What follows belongs to an exercise in optimizing a design on an open flow for small area and a short achievable clock period; a production flow would make more cautious choices. The RTL was checked by simulation tests, not by an equivalence proof against the original design. No activity file was given, so power comes from the tool's default toggle rates.

==> run a: inputs <==
==> flow/design.v <==
package deflect_port_alloc_pkg;
  localparam int CONTROL_W = 13;
  localparam int RMATRIX_W = 4;
  localparam int NPORT     = 4;
  localparam logic [3:0] AGE_MAX = 4'hF;
  localparam logic [1:0] DIR_N = 2'd0;
  localparam logic [1:0] DIR_S = 2'd1;
  localparam logic [1:0] DIR_E = 2'd2;
  localparam logic [1:0] DIR_W = 2'd3;
  typedef logic [CONTROL_W-1:0] control_t;
endpackage
import deflect_port_alloc_pkg::*;
module deflect_prio_rank
(
  input  logic [NPORT-1:0][3:0]       age,
  input  logic [NPORT-1:0]            vld,
  input  logic [NPORT-1:0]            go,
  output logic [NPORT-1:0]            ej,
  output logic [NPORT-1:0][NPORT-1:0] slot
);
  function automatic logic age_ge(input logic [3:0] a, input logic [3:0] b);
    logic c;
    c = a[0] | ~b[0];
    for (int n = 1; n < 4; n++)
      c = (a[n] & ~b[n]) | ((a[n] | ~b[n]) & c);
    age_ge = c;
  endfunction
  logic [NPORT-1:0][NPORT-1:0] bef;
  logic [NPORT-1:0]            eg, fwd;
  for (genvar a = 0; a < NPORT; a++) begin : g_a
    for (genvar b = a + 1; b < NPORT; b++) begin : g_b
      logic ge;
      assign ge     = age_ge(age[a], age[b]);
      assign bef[b][a] = ge;
      assign bef[a][b] = !ge;
    end
    assign bef[a][a] = 1'b0;
  end
  assign eg = vld & go;
  for (genvar i = 0; i < NPORT; i++) begin : g_i
    assign ej[i]  = eg[i] && !(|(eg & bef[i]));
    assign fwd[i] = vld[i] && !ej[i];
  end
  for (genvar i = 0; i < NPORT; i++) begin : g_r
    logic [NPORT-1:0] ah;
    logic [2:0]       o;         
    assign ah = fwd & bef[i];
    assign o  = (i == 0) ? ah[3:1] : (i == 1) ? {ah[3:2], ah[0]} :
                (i == 2) ? {ah[3], ah[1:0]} : ah[2:0];
    assign slot[0][i] = fwd[i] && !(|o);
    assign slot[1][i] = fwd[i] && ((o[0] && !o[1] && !o[2]) || (!o[0] && o[1] && !o[2]) ||
                                   (!o[0] && !o[1] && o[2]));
    assign slot[2][i] = fwd[i] && ((o[0] && o[1] && !o[2]) || (o[0] && !o[1] && o[2]) ||
                                   (!o[0] && o[1] && o[2]));
    assign slot[3][i] = fwd[i] && (&o);
  end
endmodule
import deflect_port_alloc_pkg::*;
module deflect_port_alloc
#(
  parameter int DATA_W     = 32,
  parameter int STARVE_LIM = 8
) (
  input  logic                             clk,
  input  logic                             rst,
  input  logic [NPORT-1:0][CONTROL_W-1:0]  in_control,
  input  logic [NPORT-1:0][DATA_W-1:0]     in_data,
  input  logic [NPORT-1:0][RMATRIX_W-1:0]  in_rmatrix,
  input  logic [NPORT-1:0]                 in_resource_go,
  input  logic                             inj_valid,
  input  logic [CONTROL_W-1:0]             inj_control,
  input  logic [DATA_W-1:0]                inj_data,
  input  logic [RMATRIX_W-1:0]             inj_rmatrix,
  output logic                             inj_ready,
  output logic [NPORT-1:0][CONTROL_W-1:0]  out_control,
  output logic [NPORT-1:0][DATA_W-1:0]     out_data,
  output logic                             eject_valid,
  output logic [CONTROL_W-1:0]             eject_control,
  output logic [DATA_W-1:0]                eject_data,
  output logic                             inj_starve
  ,
  output logic [15:0]                      deflect_count
);
  localparam int NSRC = NPORT + 1;               
  localparam int PW   = CONTROL_W - 1 + DATA_W;  
  logic                            full;
  logic [NPORT-1:0][NSRC-1:0]      sel_d, sel_q;    
  logic [NPORT-1:0]                ej_d, ej_q;      
  logic [NSRC-1:0][PW-1:0]         flit_q;
  logic [2:0]                      starve_cnt_d, starve_cnt_q;
  logic                            inj_starve_d, inj_starve_q;
  logic [2:0]                      n_defl;
  logic [16:0]                     defl_sum;
  logic [15:0]                     deflect_count_d, deflect_count_q;
  deflect_alloc_core u_alloc (
    .in_control     (in_control),
    .in_rmatrix     (in_rmatrix),
    .in_resource_go (in_resource_go),
    .inj_valid      (inj_valid),
    .inj_rmatrix    (inj_rmatrix),
    .full           (full),
    .sel_d          (sel_d),
    .ej_d           (ej_d),
    .n_defl         (n_defl)
  );
  assign inj_ready = !rst && inj_valid && !full;
  always_comb begin
    if (inj_valid && full) begin
      starve_cnt_d = starve_cnt_q + 3'd1;
      inj_starve_d = inj_starve_q || (starve_cnt_q == 3'(STARVE_LIM - 1));
    end else begin
      starve_cnt_d = 3'd0;
      inj_starve_d = 1'b0;
    end
    defl_sum        = {1'b0, deflect_count_q} + 17'(n_defl);
    deflect_count_d = defl_sum[16] ? 16'hFFFF : defl_sum[15:0];
  end
  always_ff @(posedge clk or posedge rst) begin
    if (rst) begin
      sel_q           <= '0;
      ej_q            <= '0;
      starve_cnt_q    <= 3'd0;
      inj_starve_q    <= 1'b0;
      deflect_count_q <= 16'd0;
    end else begin
      sel_q           <= sel_d;
      ej_q            <= ej_d;
      starve_cnt_q    <= starve_cnt_d;
      inj_starve_q    <= inj_starve_d;
      deflect_count_q <= deflect_count_d;
    end
  end
  always_ff @(posedge clk) begin
    flit_q <= {inj_control[11:0], inj_data,
               in_control[3][11:0], in_data[3], in_control[2][11:0], in_data[2],
               in_control[1][11:0], in_data[1], in_control[0][11:0], in_data[0]};
  end
  for (genvar p = 0; p < NPORT; p++) begin : g_out
    logic [PW-1:0] f;
    logic [3:0]    a;
    logic          v;
    assign f = ({PW{sel_q[p][0]}} & flit_q[0]) | ({PW{sel_q[p][1]}} & flit_q[1]) |
               ({PW{sel_q[p][2]}} & flit_q[2]) | ({PW{sel_q[p][3]}} & flit_q[3]) |
               ({PW{sel_q[p][4]}} & flit_q[4]);
    assign v = |sel_q[p];
    assign a = f[DATA_W +: 4];
    assign out_control[p] = {v, f[PW-1 -: 8], v ? ((a == AGE_MAX) ? AGE_MAX : a + 4'd1) : 4'd0};
    assign out_data[p]    = f[DATA_W-1:0];
  end
  logic [PW-1:0] ej_flit;
  assign ej_flit = ({PW{ej_q[0]}} & flit_q[0]) | ({PW{ej_q[1]}} & flit_q[1]) |
                   ({PW{ej_q[2]}} & flit_q[2]) | ({PW{ej_q[3]}} & flit_q[3]);
  assign eject_valid   = |ej_q;
  assign eject_control = {|ej_q, ej_flit[PW-1 -: CONTROL_W-1]};
  assign eject_data    = ej_flit[DATA_W-1:0];
  assign inj_starve    = inj_starve_q;
  assign deflect_count = deflect_count_q;
endmodule
module deflect_alloc_core
(
  input  logic [NPORT-1:0][CONTROL_W-1:0]  in_control,
  input  logic [NPORT-1:0][RMATRIX_W-1:0]  in_rmatrix,
  input  logic [NPORT-1:0]                 in_resource_go,
  input  logic                             inj_valid,
  input  logic [RMATRIX_W-1:0]             inj_rmatrix,
  output logic                             full,
  output logic [NPORT-1:0][NPORT:0]        sel_d,
  output logic [NPORT-1:0]                 ej_d,
  output logic [2:0]                       n_defl
);
  function automatic logic [NPORT-1:0] pick(input logic [NPORT-1:0] busy,
                                            input logic [RMATRIX_W-1:0] rm);
    logic [NPORT-1:0] f, g;
    f = rm & ~busy;
    g = '0;
    if      (f[DIR_E]) g[DIR_E] = 1'b1;
    else if (f[DIR_W]) g[DIR_W] = 1'b1;
    else if (f[DIR_N]) g[DIR_N] = 1'b1;
    else if (f[DIR_S]) g[DIR_S] = 1'b1;
    else if (!busy[0]) g[0] = 1'b1;
    else if (!busy[1]) g[1] = 1'b1;
    else if (!busy[2]) g[2] = 1'b1;
    else               g[3] = 1'b1;
    pick = g;
  endfunction
  logic [NPORT-1:0]                vld, go;
  logic [NPORT-1:0][3:0]           age;
  logic [NPORT-1:0][NPORT-1:0]     slot;       
  logic [NPORT-1:0][RMATRIX_W-1:0] s_rm;
  logic [NPORT-1:0]                s_fwd, s_defl;
  logic [NPORT:0][NPORT-1:0]       busy;
  logic [NPORT-1:0][NPORT-1:0]     s_gnt;      
  logic [NPORT-1:0]                i_gnt;
  logic                            i_defl, inj_ok;
  for (genvar i = 0; i < NPORT; i++) begin : g_in
    assign vld[i] = in_control[i][12];
    assign age[i] = in_control[i][3:0];
    assign go[i]  = in_resource_go[i];
  end
  deflect_prio_rank u_rank (
    .age  (age),
    .vld  (vld),
    .go   (go),
    .ej   (ej_d),
    .slot (slot)
  );
  assign full   = &vld && !(|go);
  assign inj_ok = inj_valid && !full;
  assign busy[0] = '0;
  for (genvar k = 0; k < NPORT; k++) begin : g_slot
    logic [NPORT-1:0] f, d, g;
    assign s_fwd[k] = |slot[k];
    assign s_rm[k]  = ({RMATRIX_W{slot[k][0]}} & in_rmatrix[0]) |
                      ({RMATRIX_W{slot[k][1]}} & in_rmatrix[1]) |
                      ({RMATRIX_W{slot[k][2]}} & in_rmatrix[2]) |
                      ({RMATRIX_W{slot[k][3]}} & in_rmatrix[3]);
    assign f = s_rm[k] & ~busy[k];
    if (k == 0) begin : g_d0
      assign d = 4'b0001;
    end else if (k == 1) begin : g_d1
      assign d = {2'b00, busy[k][0], !busy[k][0]};
    end else if (k == 2) begin : g_d2
      assign d = {1'b0, busy[k][0] & busy[k][1], busy[k][0] & !busy[k][1], !busy[k][0]};
    end else begin : g_d3
      assign d = ~busy[k];
    end
    if (k == NPORT - 1) begin : g_last
      assign g = ~busy[k];
    end else begin : g_pick
      assign g[DIR_E] = f[DIR_E] | (!(|f) & d[DIR_E]);
      assign g[DIR_W] = (f[DIR_W] & !f[DIR_E]) | (!(|f) & d[DIR_W]);
      assign g[DIR_N] = (f[DIR_N] & !f[DIR_E] & !f[DIR_W]) | (!(|f) & d[DIR_N]);
      assign g[DIR_S] = (f[DIR_S] & !f[DIR_N] & !f[DIR_E] & !f[DIR_W]) | (!(|f) & d[DIR_S]);
    end
    assign s_gnt[k]  = {NPORT{s_fwd[k]}} & g;
    assign s_defl[k] = s_fwd[k] && !(|f);
    assign busy[k+1] = busy[k] | s_gnt[k];
  end
  assign i_gnt  = inj_ok ? pick(busy[NPORT], inj_rmatrix) : '0;
  assign i_defl = inj_ok && !(|(inj_rmatrix & ~busy[NPORT]));
  for (genvar p = 0; p < NPORT; p++) begin : g_sel
    for (genvar i = 0; i < NPORT; i++) begin : g_src
      assign sel_d[p][i] = (slot[0][i] && s_gnt[0][p]) || (slot[1][i] && s_gnt[1][p]) ||
                           (slot[2][i] && s_gnt[2][p]) || (slot[3][i] && s_gnt[3][p]);
    end
    assign sel_d[p][NPORT] = i_gnt[p];
  end
  assign n_defl = 3'(s_defl[0]) + 3'(s_defl[1]) + 3'(s_defl[2]) + 3'(s_defl[3]) + 3'(i_defl);
endmodule
==> flow/flow/run.sh <==
#!/bin/bash
set -euo pipefail
HERE=$(pwd)
export BUFFER_PORTS_ARGS="-buffer_cell sky130_fd_sc_hd__buf_1"
export POST_RESIZE_TCL="$HERE/flow/post_resize.tcl"
bash standard.sh > standard_flow.log 2>&1
==> flow/flow/post_resize.tcl <==
# Runs inside ORFS's resize step, after repair_design. For this step only,
# inj_ready's output delay is raised so that repair_timing works on the
# input-to-inj_ready path (the design's only combinational path, and its
# critical one) until it can improve it no further. The constraint is put
# back before the step ends; later steps read the SDC file, unchanged.
set inj_port [get_ports inj_ready]
set_output_delay 31.5 -clock core_clock $inj_port
estimate_parasitics -placement
report_checks -through $inj_port -format end
repair_timing -setup -verbose
report_checks -through $inj_port
set_output_delay 8.0 -clock core_clock $inj_port
report_design_area
==> flow/standard.sh <==
#!/bin/bash
# synth_recipe.tcl (not shown) runs the flow's synth.tcl, then flattens the netlist and writes it again
# the make line also repeats each setting of config.mk as NAME=value (left out here)
make -C /OpenROAD-flow-scripts/flow DESIGN_CONFIG=/design/flow/config.mk WORK_HOME=/design/flow/orfs CLKGATE_MAP_FILE= SYNTH_SCRIPT=/design/flow/synth_recipe.tcl "${@:-finish}"
==> flow/config.mk <==
export PLATFORM = sky130hd
export DESIGN_NAME = deflect_port_alloc
export DESIGN_NICKNAME = deflect_port_alloc
export VERILOG_FILES = /design/flow/design.v
export SDC_FILE = /design/flow/constraint.sdc
export NUM_CORES = 4
export LEC_CHECK = 0
export CAP_MARGIN = 20
export CORE_MARGIN = 2
export CORE_UTILIZATION = 35
export CTS_BUF_LIST = sky130_fd_sc_hd__clkbuf_8
export PLACE_DENSITY = 0.45
export SLEW_MARGIN = 20
==> flow/constraint.sdc <==
create_clock -name core_clock -period 40.0 [get_ports {clk}]
set_input_delay 8.0000 -clock core_clock [delete_from_list [all_inputs] [get_ports {clk}]]
set_output_delay 8.0000 -clock core_clock [all_outputs]
set_load 0.01 [all_outputs]
==> run b: changes against run a <==
--- a/flow/design.v
+++ b/flow/design.v
@@ -104,5 +104,11 @@
     .n_defl         (n_defl)
   );
-  assign inj_ready = !rst && inj_valid && !full;
+  deflect_inj_ready u_ready (
+    .rst        (rst),
+    .inj_valid  (inj_valid),
+    .vld        ({in_control[3][12], in_control[2][12], in_control[1][12], in_control[0][12]}),
+    .go         (in_resource_go),
+    .inj_ready  (inj_ready)
+  );
   always_comb begin
     if (inj_valid && full) begin
@@ -248,2 +254,12 @@
   assign n_defl = 3'(s_defl[0]) + 3'(s_defl[1]) + 3'(s_defl[2]) + 3'(s_defl[3]) + 3'(i_defl);
 endmodule
+module deflect_inj_ready
+(
+  input  logic             rst,
+  input  logic             inj_valid,
+  input  logic [NPORT-1:0] vld,
+  input  logic [NPORT-1:0] go,
+  output logic             inj_ready
+);
+  assign inj_ready = !((&vld && !(|go)) || rst || !inj_valid);
+endmodule
==> flow/flow/run.sh (replaced) <==
#!/bin/bash
# The standard layout with these changes to how it is made:
#  - synthesis is the standard flow's, except that ABC maps the logic with flow/area.abc
#    (flow/synth_area.tcl); registers are mapped before ABC, unchanged;
#  - every input and output port is buffered by a sky130_fd_sc_hd__buf_1
#    instead of the buffer buffer_ports picks by itself;
#  - after placement resizing, post_resize.tcl repairs setup timing against
#    tighter targets (see that file);
set -euo pipefail
HERE=$(pwd)
export FLOW_SYNTH_TCL="$HERE/synth_recipe.tcl"
export AREA_ABC_SCRIPT="$HERE/flow/area.abc"
export BUFFER_PORTS_ARGS="-buffer_cell sky130_fd_sc_hd__buf_1"
export POST_RESIZE_TCL="$HERE/flow/post_resize.tcl"
export CTS_ARGS="-sink_clustering_enable -repair_clock_nets -buf_list sky130_fd_sc_hd__clkbuf_16 -sink_clustering_size 30 -sink_clustering_max_diameter 100 -dont_use_dummy_load"
sed "s#SYNTH_SCRIPT=[^ ]*#SYNTH_SCRIPT=$HERE/flow/synth_area.tcl#" standard.sh > standard_area.sh
grep -q "SYNTH_SCRIPT=$HERE/flow/synth_area.tcl" standard_area.sh
bash standard_area.sh > standard_flow.log 2>&1
==> flow/flow/area.abc (new file) <==
&get -n
&st
&dch
&nf -R 1000 -p
&put
topo
stime -c
dnsize -c
==> flow/flow/post_resize.tcl (replaced) <==
# Runs inside ORFS's resize step, after repair_design. Two setup repairs
# against tighter targets than the constraints, for this step only:
#  1. inj_ready's output delay is raised so that repair_timing works on the
#     input-to-inj_ready path (the only combinational path) until it can
#     improve it no further; the output delay is then put back;
#  2. every path is repaired to a setup slack of at least 23 ns.
# Later steps read the SDC file, unchanged.
set inj_port [get_ports inj_ready]
set_output_delay 31.5 -clock core_clock $inj_port
estimate_parasitics -placement
report_checks -through $inj_port -format end
repair_timing -setup -verbose
report_checks -through $inj_port
set_output_delay 8.0 -clock core_clock $inj_port
report_checks -group_path_count 5 -format end
repair_timing -setup -setup_margin 23.0 -verbose
report_checks -group_path_count 5 -format end
report_design_area
==> flow/flow/synth_area.tcl (new file) <==
# The standard flow's synthesis script (synth_recipe.tcl, sourced below) with one change:
# ABC maps the combinational logic with flow/area.abc, an area-recovering
# script, instead of ORFS's speed script. Registers are mapped before ABC
# runs, so they are exactly the standard synthesis's.
proc abc {args} {
  set i [lsearch -exact $args -script]
  if {$i >= 0} { lset args [expr {$i + 1}] $::env(AREA_ABC_SCRIPT) }
  yosys abc {*}$args
}
source $::env(FLOW_SYNTH_TCL)
Settings changed: CORE_UTILIZATION 35 to 45, CTS_BUF_LIST sky130_fd_sc_hd__clkbuf_8 to unset, PLACE_DENSITY 0.45 to 0.55, SYNTH_HIERARCHICAL set to 1, SYNTH_MINIMUM_KEEP_SIZE set to 0.
==> comparison table <==
Total stage count of the critical path: run b 5; run a 7
Number of non-clock inverters in the layout: run b 27; run a 40
Final layout net count: run b 2139; run a 2262
Initial antenna violation count: run b 12; run a 9
Internal power consumption: run b 0.445 mW; run a 0.539 mW
Height of the die: run b 170 um; run a 204 um
Met1 track demand over resource: run b 49.4%; run a 43.2%
Clock insertion delay at the later pin of the skew report: run b 490 ps; run a 610 ps
Clock-cell share of area: run b 2.11%; run a 5.99%
Register fraction of the total cell area: run b 35.9%; run a 31.9%
Layout clock buffer count: run b 13; run a 69
Arrival time of the worst setup path: run b 8940 ps; run a 8960 ps
Yosys warning count: run b 9; run a 3
Run status: run b timing/DRC/antenna clean; run a timing/DRC/antenna clean

[what the ideal ports hide]
No port has a modelled driver above. Below, the same layouts with a new extraction and two added sets of constraints. Step 1: set_driving_cell puts a clkbuf_16 on clk and a buf_2 on each other input, an assumption about the parent block. Step 2 times the ports against the registers' clock, not the clock port: input delays grow and output delays shrink by t, the midpoint of the rising clock arrivals with the driver on. a / b / c = no drivers / after step 1 / after step 2; a / b = the first two.
| run | t (ns) | setup slack, ns | worst setup path at the end | worst slew at a driven data input, ns |
|---|---|---|---|---|
| run a | 0.671 | 23.036 / 22.984 / 22.984 | input to output | 0.12 |
| run b | 0.543 | 23.061 / 23.026 / 22.712 | input to register | 0.13 |
After both steps setup and hold are still met in every run listed. The setup slack of run b, which loses most, moves by -0.035 ns with the drivers and by -0.349 ns with both steps.
